Background: an optimization exercise with open tools, aiming at small area. Do not read the settings as production practice.
In this exercise RTL edits were held to simulation tests only and were not proved equivalent to the original.
No activity file was given, so power comes from the tool's default toggle rates.

==> try-indigo <==
==> flow/design.v <==
module spu_wb_stage #(
  parameter int unsigned DEPTH  = 7,
  parameter int unsigned ADDR_W = 7,
  parameter int unsigned DATA_W = 128
) (
  input  logic              clk,
  input  logic              rst,
  input  logic              flush,
  input  logic              ex_v_e,
  input  logic [ADDR_W-1:0] ex_addr_e,
  input  logic [DATA_W-1:0] ex_data_e,
  input  logic [2:0]        ex_lat_e,
  input  logic              ex_v_o,
  input  logic [ADDR_W-1:0] ex_addr_o,
  input  logic [DATA_W-1:0] ex_data_o,
  input  logic [2:0]        ex_lat_o,
  output logic              rt_we_e,
  output logic [ADDR_W-1:0] rt_addr_e,
  output logic [DATA_W-1:0] rt_data_e,
  output logic              rt_we_o,
  output logic [ADDR_W-1:0] rt_addr_o,
  output logic [DATA_W-1:0] rt_data_o,
  input  logic [ADDR_W-1:0] q0_addr,
  input  logic [ADDR_W-1:0] q1_addr,
  output logic              q0_pend,
  output logic              q1_pend,
  output logic              q0_fwd_v,
  output logic              q1_fwd_v,
  output logic [DATA_W-1:0] q0_fwd_data,
  output logic [DATA_W-1:0] q1_fwd_data,
  output logic              err_lat,
  output logic              err_col,
  output logic              waw_drop
);
  localparam int unsigned NS = DEPTH - 1;
  logic [1:0]                    in_v;
  logic [1:0][ADDR_W-1:0]        in_addr;
  logic [1:0][DATA_W-1:0]        in_data;
  logic [1:0][2:0]               in_lat;
  logic [1:0][ADDR_W-1:0]        q_addr;
  logic [1:0][NS:0]              v_q, v_d;
  logic [1:0][NS:0][ADDR_W-1:0]  a_q, a_d;
  logic [1:0][NS:0][DATA_W-1:0]  s_q, s_d;    
  logic [1:0][NS:0][DATA_W-1:0]  dv;          
  logic [1:0][NS:0]              sv;          
  logic [1:0][NS:0]              hit;         
  logic [1:0][NS:0]              ins;         
  logic                          err_lat_q, err_col_q, waw_q;
  logic                          err_lat_d, err_col_d, waw_d;
  assign in_v    = {ex_v_o, ex_v_e};
  assign in_addr = {ex_addr_o, ex_addr_e};
  assign in_data = {ex_data_o, ex_data_e};
  assign in_lat  = {ex_lat_o, ex_lat_e};
  assign q_addr  = {q1_addr, q0_addr};
  always_comb begin
    for (int p = 0; p < 2; p++) begin
      for (int k = 0; k <= NS; k++) begin
        dv[p][k] = s_q[p][k];
        sv[p][k] = (k < NS) ? v_q[p][k+1] : 1'b0;
        hit[p][k] = (in_lat[p] == 3'(k + 1));
        ins[p][k] = hit[p][k] & ~sv[p][k];
      end
    end
  end
  always_comb begin
    for (int p = 0; p < 2; p++) begin
      for (int k = 0; k <= NS; k++) begin
        logic [DATA_W-1:0] nd;
        if (k == NS) begin
          a_d[p][k] = in_addr[p];
          nd        = in_data[p];
        end else begin
          a_d[p][k] = ins[p][k] ? in_addr[p] : a_q[p][k+1];
          nd        = ({DATA_W{ins[p][k]}} & in_data[p]) | ({DATA_W{sv[p][k]}} & dv[p][k+1]);
        end
        s_d[p][k] = nd;
      end
    end
  end
  always_comb begin
    logic lat0, col;
    lat0 = 1'b0;
    col  = 1'b0;
    for (int p = 0; p < 2; p++) begin
      lat0 = lat0 | (in_v[p] & (in_lat[p] == 3'd0));
      col  = col  | (in_v[p] & |(hit[p] & sv[p]));
      for (int k = 0; k <= NS; k++)
        v_d[p][k] = ~flush & (sv[p][k] | (in_v[p] & hit[p][k]));
    end
    waw_d     = v_d[0][0] & v_d[1][0] & (a_d[0][0] == a_d[1][0]);
    v_d[0][0] = v_d[0][0] & ~waw_d;
    err_lat_d = ~flush & lat0;
    err_col_d = ~flush & col;
  end
  always_ff @(posedge clk) begin
    if (!rst) begin
      v_q       <= '0;
      err_lat_q <= 1'b0;
      err_col_q <= 1'b0;
      waw_q     <= 1'b0;
    end else begin
      v_q       <= v_d;
      err_lat_q <= err_lat_d;
      err_col_q <= err_col_d;
      waw_q     <= waw_d;
    end
  end
  always_ff @(posedge clk) begin
    a_q <= a_d;
    s_q <= s_d;
  end
  logic [1:0]             q_pend;
  logic [1:0][DATA_W-1:0] fwd_data;
  logic [1:0][NS:1][1:0]  fsel;    
  always_comb begin
    for (int q = 0; q < 2; q++) begin
      logic found;
      found = 1'b0;
      for (int k = NS; k >= 1; k--) begin
        for (int p = 1; p >= 0; p--) begin
          logic m;
          m = v_q[p][k] & (a_q[p][k] == q_addr[q]);
          fsel[q][k][p] = m & ~found;
          found = found | m;
        end
      end
      q_pend[q] = found;
    end
  end
  logic [NS:1][1:0][DATA_W-1:0] fdin;
  always_comb
    for (int k = 1; k <= NS; k++)
      for (int p = 0; p < 2; p++)
        fdin[k][p] = s_q[p][k];
  for (genvar q = 0; q < 2; q++) begin : g_fwd
    spu_wb_fwd_mux #(.N(2 * NS), .W(DATA_W)) u_mux (
      .sel (fsel[q]),
      .din (fdin),
      .dout(fwd_data[q])
    );
  end
  assign q0_pend     = q_pend[0];
  assign q1_pend     = q_pend[1];
  assign q0_fwd_v    = q_pend[0];
  assign q1_fwd_v    = q_pend[1];
  assign q0_fwd_data = fwd_data[0];
  assign q1_fwd_data = fwd_data[1];
  assign rt_we_e   = v_q[0][0];
  assign rt_addr_e = a_q[0][0];
  assign rt_data_e = s_q[0][0];
  assign rt_we_o   = v_q[1][0];
  assign rt_addr_o = a_q[1][0];
  assign rt_data_o = s_q[1][0];
  assign err_lat   = err_lat_q;
  assign err_col   = err_col_q;
  assign waw_drop  = waw_q;
endmodule
module spu_wb_fwd_mux #(
  parameter int unsigned N = 12,
  parameter int unsigned W = 128
) (
  input  logic [N-1:0]        sel,
  input  logic [N-1:0][W-1:0] din,
  output logic [W-1:0]        dout
);
  for (genvar b = 0; b < W; b++) begin : g_bit
    logic [N/3-1:0] t;
    for (genvar g = 0; g < N / 3; g++) begin : g_grp
      spu_wb_aoi222 u_aoi (
        .a1(sel[3*g]),   .a2(din[3*g][b]),
        .b1(sel[3*g+1]), .b2(din[3*g+1][b]),
        .c1(sel[3*g+2]), .c2(din[3*g+2][b]),
        .y (t[g])
      );
    end
    spu_wb_nand4 u_nand (.a(t[0]), .b(t[1]), .c(t[2]), .d(t[3]), .y(dout[b]));
  end
endmodule
module spu_wb_aoi222 (
  input  logic a1, a2, b1, b2, c1, c2,
  output logic y
);
  assign y = ~((a1 & a2) | (b1 & b2) | (c1 & c2));
endmodule
module spu_wb_nand4 (
  input  logic a, b, c, d,
  output logic y
);
  assign y = ~(a & b & c & d);
endmodule
==> flow/flow/run.sh <==
#!/bin/bash
set -euo pipefail
export BUFFER_PORTS_ARGS="-buffer_cell sky130_fd_sc_hd__buf_1"
export CTS_ARGS="-sink_clustering_enable -repair_clock_nets -dont_use_dummy_load"
bash standard.sh finish > standard_flow.log 2>&1
==> flow/standard.sh <==
#!/bin/bash
# synth_recipe.tcl (not shown) runs the flow's synth.tcl, then flattens the netlist and writes it again
# the make line also repeats each setting of config.mk as NAME=value (left out here)
make -C /OpenROAD-flow-scripts/flow DESIGN_CONFIG=/design/flow/config.mk WORK_HOME=/design/flow/orfs CLKGATE_MAP_FILE= SYNTH_SCRIPT=/design/flow/synth_recipe.tcl "${@:-finish}"
==> flow/config.mk <==
export PLATFORM = sky130hd
export DESIGN_NAME = spu_wb_stage
export DESIGN_NICKNAME = spu_wb_stage
export VERILOG_FILES = /design/flow/design.v
export SDC_FILE = /design/flow/constraint.sdc
export NUM_CORES = 4
export LEC_CHECK = 0
export CAP_MARGIN = 20
export CORE_MARGIN = 2
export CORE_UTILIZATION = 60
export SETUP_SLACK_MARGIN = 0.5
export SLEW_MARGIN = 20
export SYNTH_HIERARCHICAL = 1
export SYNTH_MINIMUM_KEEP_SIZE = 0
==> flow/constraint.sdc <==
create_clock -name core_clock -period 8.0 [get_ports {clk}]
set_input_delay 1.6000 -clock core_clock [delete_from_list [all_inputs] [get_ports {clk}]]
set_output_delay 1.6000 -clock core_clock [all_outputs]
set_load 0.01 [all_outputs]
==> inputs of try-fjord, as changes to try-indigo <==
==> flow/design.v (replaced) <==
module spu_wb_stage #(
  parameter int unsigned DEPTH  = 7,
  parameter int unsigned ADDR_W = 7,
  parameter int unsigned DATA_W = 128
) (
  input  logic              clk,
  input  logic              rst,
  input  logic              flush,
  input  logic              ex_v_e,
  input  logic [ADDR_W-1:0] ex_addr_e,
  input  logic [DATA_W-1:0] ex_data_e,
  input  logic [2:0]        ex_lat_e,
  input  logic              ex_v_o,
  input  logic [ADDR_W-1:0] ex_addr_o,
  input  logic [DATA_W-1:0] ex_data_o,
  input  logic [2:0]        ex_lat_o,
  output logic              rt_we_e,
  output logic [ADDR_W-1:0] rt_addr_e,
  output logic [DATA_W-1:0] rt_data_e,
  output logic              rt_we_o,
  output logic [ADDR_W-1:0] rt_addr_o,
  output logic [DATA_W-1:0] rt_data_o,
  input  logic [ADDR_W-1:0] q0_addr,
  input  logic [ADDR_W-1:0] q1_addr,
  output logic              q0_pend,
  output logic              q1_pend,
  output logic              q0_fwd_v,
  output logic              q1_fwd_v,
  output logic [DATA_W-1:0] q0_fwd_data,
  output logic [DATA_W-1:0] q1_fwd_data,
  output logic              err_lat,
  output logic              err_col,
  output logic              waw_drop
);
  localparam int unsigned NS = DEPTH - 1;
  logic [1:0]                    in_v;
  logic [1:0][2:0]               in_lat;
  logic [1:0][ADDR_W-1:0]        q_addr;
  logic [1:0][NS:0]              v_q, v_d;
  localparam int unsigned PW = ADDR_W + DATA_W;
  logic [1:0][NS:0][PW-1:0]      s_q, s_d;
  logic [1:0][NS:0][ADDR_W-1:0]  a_q, a_d;
  logic [1:0][PW-1:0]            in_pl;
  logic [1:0][NS:0]              sv;          
  logic [1:0][NS:0]              hit;         
  logic [1:0][NS:0]              ins;         
  logic [1:0][NS:0]              nsv, nins;
  logic                          err_lat_q, err_col_q, waw_q;
  logic                          err_lat_d, err_col_d, waw_d;
  assign in_v    = {ex_v_o, ex_v_e};
  assign in_lat  = {ex_lat_o, ex_lat_e};
  assign q_addr  = {q1_addr, q0_addr};
  assign in_pl   = {ex_addr_o, ex_data_o, ex_addr_e, ex_data_e};
  always_comb
    for (int p = 0; p < 2; p++)
      for (int k = 0; k <= NS; k++) begin
        a_q[p][k] = s_q[p][k][PW-1:DATA_W] ^ {ADDR_W{k % 2 == 1}};
        a_d[p][k] = s_d[p][k][PW-1:DATA_W] ^ {ADDR_W{k % 2 == 1}};
      end
  always_comb begin
    for (int p = 0; p < 2; p++) begin
      for (int k = 0; k <= NS; k++) begin
        sv[p][k]   = (k < NS) ? v_q[p][k+1] : 1'b0;
        hit[p][k]  = (in_lat[p] == 3'(k + 1));
        ins[p][k]  = hit[p][k] & ~sv[p][k];
        nsv[p][k]  = ~sv[p][k];
        nins[p][k] = ~ins[p][k];
      end
    end
  end
  for (genvar p = 0; p < 2; p++) begin : g_pipe
    logic [PW-1:0] nx;
    assign s_d[p][NS] = in_pl[p];
    for (genvar b = 0; b < PW; b++) begin : g_inv
      spu_wb_inv u_inv (.a(in_pl[p][b]), .y(nx[b]));
    end
    for (genvar k = 0; k < NS; k++) begin : g_slot
      for (genvar b = 0; b < PW; b++) begin : g_bit
        spu_wb_oai22 u_sel (
          .a1(nsv[p][k]), .a2(s_q[p][k+1][b]),
          .b1((k % 2 == 1) ? in_pl[p][b] : nx[b]), .b2(nins[p][k]),
          .y (s_d[p][k][b])
        );
      end
    end
  end
  always_comb begin
    logic lat0, col;
    lat0 = 1'b0;
    col  = 1'b0;
    for (int p = 0; p < 2; p++) begin
      lat0 = lat0 | (in_v[p] & (in_lat[p] == 3'd0));
      col  = col  | (in_v[p] & |(hit[p] & sv[p]));
      for (int k = 0; k <= NS; k++)
        v_d[p][k] = ~flush & (sv[p][k] | (in_v[p] & hit[p][k]));
    end
    waw_d     = v_d[0][0] & v_d[1][0] & (a_d[0][0] == a_d[1][0]);
    v_d[0][0] = v_d[0][0] & ~waw_d;
    err_lat_d = ~flush & lat0;
    err_col_d = ~flush & col;
  end
  always_ff @(posedge clk) begin
    if (!rst) begin
      v_q       <= '0;
      err_lat_q <= 1'b0;
      err_col_q <= 1'b0;
      waw_q     <= 1'b0;
    end else begin
      v_q       <= v_d;
      err_lat_q <= err_lat_d;
      err_col_q <= err_col_d;
      waw_q     <= waw_d;
    end
  end
  always_ff @(posedge clk) begin
    s_q <= s_d;
  end
  logic [1:0]             q_pend;
  logic [1:0][NS:1][1:0]  fsel, nfsel;
  logic [1:0][DATA_W-1:0] fwd_data;
  always_comb begin
    for (int q = 0; q < 2; q++) begin
      logic found;
      found = 1'b0;
      for (int k = NS; k >= 1; k--) begin
        for (int p = 1; p >= 0; p--) begin
          logic m;
          m = v_q[p][k] & (a_q[p][k] == q_addr[q]);
          fsel[q][k][p]  = m & ~found;
          nfsel[q][k][p] = ~fsel[q][k][p];
          found = found | m;
        end
      end
      q_pend[q] = found;
    end
  end
  for (genvar q = 0; q < 2; q++) begin : g_fwd
    for (genvar b = 0; b < DATA_W; b++) begin : g_bit
      logic l1, l2, h1, h2, h3;
      spu_wb_aoi222 u_t0 (
        .a1(fsel[q][2][0]), .a2(s_q[0][2][b]),
        .b1(fsel[q][4][0]), .b2(s_q[0][4][b]),
        .c1(fsel[q][6][0]), .c2(s_q[0][6][b]),
        .y (l1)
      );
      spu_wb_aoi222 u_t1 (
        .a1(fsel[q][2][1]), .a2(s_q[1][2][b]),
        .b1(fsel[q][4][1]), .b2(s_q[1][4][b]),
        .c1(fsel[q][6][1]), .c2(s_q[1][6][b]),
        .y (l2)
      );
      spu_wb_oai22 u_i1 (
        .a1(nfsel[q][1][0]), .a2(s_q[0][1][b]),
        .b1(nfsel[q][1][1]), .b2(s_q[1][1][b]),
        .y (h1)
      );
      spu_wb_oai22 u_i3 (
        .a1(nfsel[q][3][0]), .a2(s_q[0][3][b]),
        .b1(nfsel[q][3][1]), .b2(s_q[1][3][b]),
        .y (h2)
      );
      spu_wb_oai22 u_i5 (
        .a1(nfsel[q][5][0]), .a2(s_q[0][5][b]),
        .b1(nfsel[q][5][1]), .b2(s_q[1][5][b]),
        .y (h3)
      );
      spu_wb_merge5 u_out (.l1(l1), .l2(l2), .h1(h1), .h2(h2), .h3(h3), .y(fwd_data[q][b]));
    end
  end
  assign q0_pend     = q_pend[0];
  assign q1_pend     = q_pend[1];
  assign q0_fwd_v    = q_pend[0];
  assign q1_fwd_v    = q_pend[1];
  assign q0_fwd_data = fwd_data[0];
  assign q1_fwd_data = fwd_data[1];
  assign rt_we_e   = v_q[0][0];
  assign rt_addr_e = s_q[0][0][PW-1:DATA_W];
  assign rt_data_e = s_q[0][0][DATA_W-1:0];
  assign rt_we_o   = v_q[1][0];
  assign rt_addr_o = s_q[1][0][PW-1:DATA_W];
  assign rt_data_o = s_q[1][0][DATA_W-1:0];
  assign err_lat   = err_lat_q;
  assign err_col   = err_col_q;
  assign waw_drop  = waw_q;
endmodule
module spu_wb_inv (
  input  logic a,
  output logic y
);
  assign y = ~a;
endmodule
module spu_wb_oai22 (
  input  logic a1, a2, b1, b2,
  output logic y
);
  assign y = ~((a1 | a2) & (b1 | b2));
endmodule
module spu_wb_aoi222 (
  input  logic a1, a2, b1, b2, c1, c2,
  output logic y
);
  assign y = ~((a1 & a2) | (b1 & b2) | (c1 & c2));
endmodule
module spu_wb_merge5 (
  input  logic l1, l2, h1, h2, h3,
  output logic y
);
  assign y = ~(l1 & l2 & ~(h1 | h2 | h3));
endmodule
==> flow/flow/run.sh (replaced) <==
#!/bin/bash
set -euo pipefail
export BUFFER_PORTS_ARGS="-buffer_cell sky130_fd_sc_hd__buf_1"
export CTS_ARGS="-sink_clustering_enable -repair_clock_nets -dont_use_dummy_load -buf_list sky130_fd_sc_hd__clkbuf_8 -sink_clustering_size 16 -sink_clustering_max_diameter 50"
bash standard.sh finish > standard_flow.log 2>&1
- CORE_UTILIZATION: 60 -> 62
- SETUP_SLACK_MARGIN: 0.5 -> 0.2
==> inputs of try-delta, as changes to try-indigo <==
--- a/flow/design.v
+++ b/flow/design.v
@@ -56,5 +56,5 @@
     for (int p = 0; p < 2; p++) begin
       for (int k = 0; k <= NS; k++) begin
-        dv[p][k] = s_q[p][k];
+        dv[p][k] = (k % 2 == 1) ? ~s_q[p][k] : s_q[p][k];
         sv[p][k] = (k < NS) ? v_q[p][k+1] : 1'b0;
         hit[p][k] = (in_lat[p] == 3'(k + 1));
@@ -72,7 +72,7 @@
         end else begin
           a_d[p][k] = ins[p][k] ? in_addr[p] : a_q[p][k+1];
-          nd        = ({DATA_W{ins[p][k]}} & in_data[p]) | ({DATA_W{sv[p][k]}} & dv[p][k+1]);
+          nd        = ins[p][k] ? in_data[p] : dv[p][k+1];
         end
-        s_d[p][k] = nd;
+        s_d[p][k] = (k % 2 == 1) ? ~nd : nd;
       end
     end
@@ -112,31 +112,21 @@
   logic [1:0]             q_pend;
   logic [1:0][DATA_W-1:0] fwd_data;
-  logic [1:0][NS:1][1:0]  fsel;    
   always_comb begin
     for (int q = 0; q < 2; q++) begin
-      logic found;
+      logic              found;
+      logic [DATA_W-1:0] acc;
       found = 1'b0;
+      acc   = '0;
       for (int k = NS; k >= 1; k--) begin
         for (int p = 1; p >= 0; p--) begin
           logic m;
           m = v_q[p][k] & (a_q[p][k] == q_addr[q]);
-          fsel[q][k][p] = m & ~found;
+          acc = acc | ({DATA_W{m & ~found}} & dv[p][k]);
           found = found | m;
         end
       end
-      q_pend[q] = found;
+      q_pend[q]   = found;
+      fwd_data[q] = acc;
     end
-  end
-  logic [NS:1][1:0][DATA_W-1:0] fdin;
-  always_comb
-    for (int k = 1; k <= NS; k++)
-      for (int p = 0; p < 2; p++)
-        fdin[k][p] = s_q[p][k];
-  for (genvar q = 0; q < 2; q++) begin : g_fwd
-    spu_wb_fwd_mux #(.N(2 * NS), .W(DATA_W)) u_mux (
-      .sel (fsel[q]),
-      .din (fdin),
-      .dout(fwd_data[q])
-    );
   end
   assign q0_pend     = q_pend[0];
@@ -156,35 +146,2 @@
   assign waw_drop  = waw_q;
 endmodule
-module spu_wb_fwd_mux #(
-  parameter int unsigned N = 12,
-  parameter int unsigned W = 128
-) (
-  input  logic [N-1:0]        sel,
-  input  logic [N-1:0][W-1:0] din,
-  output logic [W-1:0]        dout
-);
-  for (genvar b = 0; b < W; b++) begin : g_bit
-    logic [N/3-1:0] t;
-    for (genvar g = 0; g < N / 3; g++) begin : g_grp
-      spu_wb_aoi222 u_aoi (
-        .a1(sel[3*g]),   .a2(din[3*g][b]),
-        .b1(sel[3*g+1]), .b2(din[3*g+1][b]),
-        .c1(sel[3*g+2]), .c2(din[3*g+2][b]),
-        .y (t[g])
-      );
-    end
-    spu_wb_nand4 u_nand (.a(t[0]), .b(t[1]), .c(t[2]), .d(t[3]), .y(dout[b]));
-  end
-endmodule
-module spu_wb_aoi222 (
-  input  logic a1, a2, b1, b2, c1, c2,
-  output logic y
-);
-  assign y = ~((a1 & a2) | (b1 & b2) | (c1 & c2));
-endmodule
-module spu_wb_nand4 (
-  input  logic a, b, c, d,
-  output logic y
-);
-  assign y = ~(a & b & c & d);
-endmodule
==> flow/run.sh (new file) <==
#!/bin/bash
# synth_recipe.tcl (not shown) runs the flow's synth.tcl, then flattens the netlist and writes it again
# the make line also repeats each setting of config.mk as NAME=value (left out here)
make -C /OpenROAD-flow-scripts/flow DESIGN_CONFIG=/design/flow/config.mk WORK_HOME=/design/flow/orfs CLKGATE_MAP_FILE= SYNTH_SCRIPT=/design/flow/synth_recipe.tcl finish
- SYNTH_HIERARCHICAL: 1 -> not set
- SYNTH_MINIMUM_KEEP_SIZE: 0 -> not set
removed: flow/flow/run.sh
removed: flow/standard.sh
==> inputs of try-raven, as changes to try-indigo <==
==> flow/flow/run.sh (replaced) <==
#!/bin/bash
set -euo pipefail
export BUFFER_PORTS_ARGS="-buffer_cell sky130_fd_sc_hd__buf_1"
export CTS_ARGS="-sink_clustering_enable -repair_clock_nets -dont_use_dummy_load -buf_list sky130_fd_sc_hd__clkbuf_8 -sink_clustering_size 16 -sink_clustering_max_diameter 50"
bash standard.sh finish > standard_flow.log 2>&1
- CORE_UTILIZATION: 60 -> 70
==> results by group <==
Layout
  • Invs w/o clock: 7
  • Non-CTS buffers: 964

Critical path
  • Buf/Inv on CP: 3

Synthesis
  • Post-Syn Instances: 5825

Power and ir drop
  • Sw power: 0.004017 W
  • Sequential cell power: about 0.010 W

Run status
  • Outcome: no timing/DRC/antenna violations
The numbers above come from try-raven.

==> results by group <==
Floorplanning
  • FP Rows: 134

Layout
  • Non-CTS buffers: 1046
  • Invs w/o clock: 30

Timing
  • Unrepaired setup endpoints after global routing: false

Run status
  • Outcome: no timing/DRC/antenna violations

Critical path
  • Buf/Inv on CP: 4

Power and ir drop
  • Sequential cell power: 0.0114 W
  • Clk pwr: 0.00940 W
  • Sw power: between 0.005 and 0.006 W

Clock tree
  • Worst-Skew Late Latency: between 0.8 and 0.9 ns
The numbers above come from try-delta.

==> results by group <==
Run status
  • Outcome: no timing/DRC/antenna violations

Synthesis
  • Post-Syn Instances: 6257

Critical path
  • Crit-path leading delay family: simple AND/OR/NAND/NOR gates

Power and ir drop
  • Sw power: around 0.004 W
  • Sequential cell power: 0.0102 W

Route
  • Drt drc: 0

Layout
  • Non-CTS buffers: 985
  • Invs w/o clock: 283

Min path
  • Hold endpoint: s_q[489]$_DFF_P_

Global routing
  • Antenna violations before repair: 80
The numbers above come from try-fjord.

==> results by group <==
Layout
  • Non-CTS buffers: 955
  • Invs w/o clock: 7

Run status
  • Outcome: no timing/DRC/antenna violations

Min path
  • Hold endpoint: s_q[1531]$_DFF_P_

Power and ir drop
  • Sequential cell power: 0.0102 W
  • Sw power: 0.004431 W

Critical path
  • Buf/Inv on CP: 5
The numbers above come from try-indigo.

-- what the ideal ports hide --
How much do the figures lean on ideal ports? The routed layouts below were timed once more, with nothing changed but the port constraints.
Step 1, drivers: a clkbuf_16 drives clk and a buf_2 each remaining input, both assumed.
Step 2, shift: input delay + t, output delay - t, t = (earliest + latest rising clock arrival at the registers) / 2. This alone moves slack from input paths to output paths.
a / b / c = no drivers / after step 1 / after step 2; a / b = the first two.
run	shift t [ns]	setup WS [ns]	worst data-port slew with drivers (ns)
try-indigo	0.876	0.871 / 0.832 / 0.832	0.31
try-fjord	0.986	0.536 / 0.509 / 0.509	0.35
try-delta	0.913	0.505 / 0.483 / 0.483	0.21
try-raven	0.966	0.768 / 0.739 / 0.739	0.23
After both steps setup and hold are still met in every run listed. For try-indigo, which loses most, drivers alone change the setup slack by -0.039 ns; drivers and shift together by -0.039 ns.
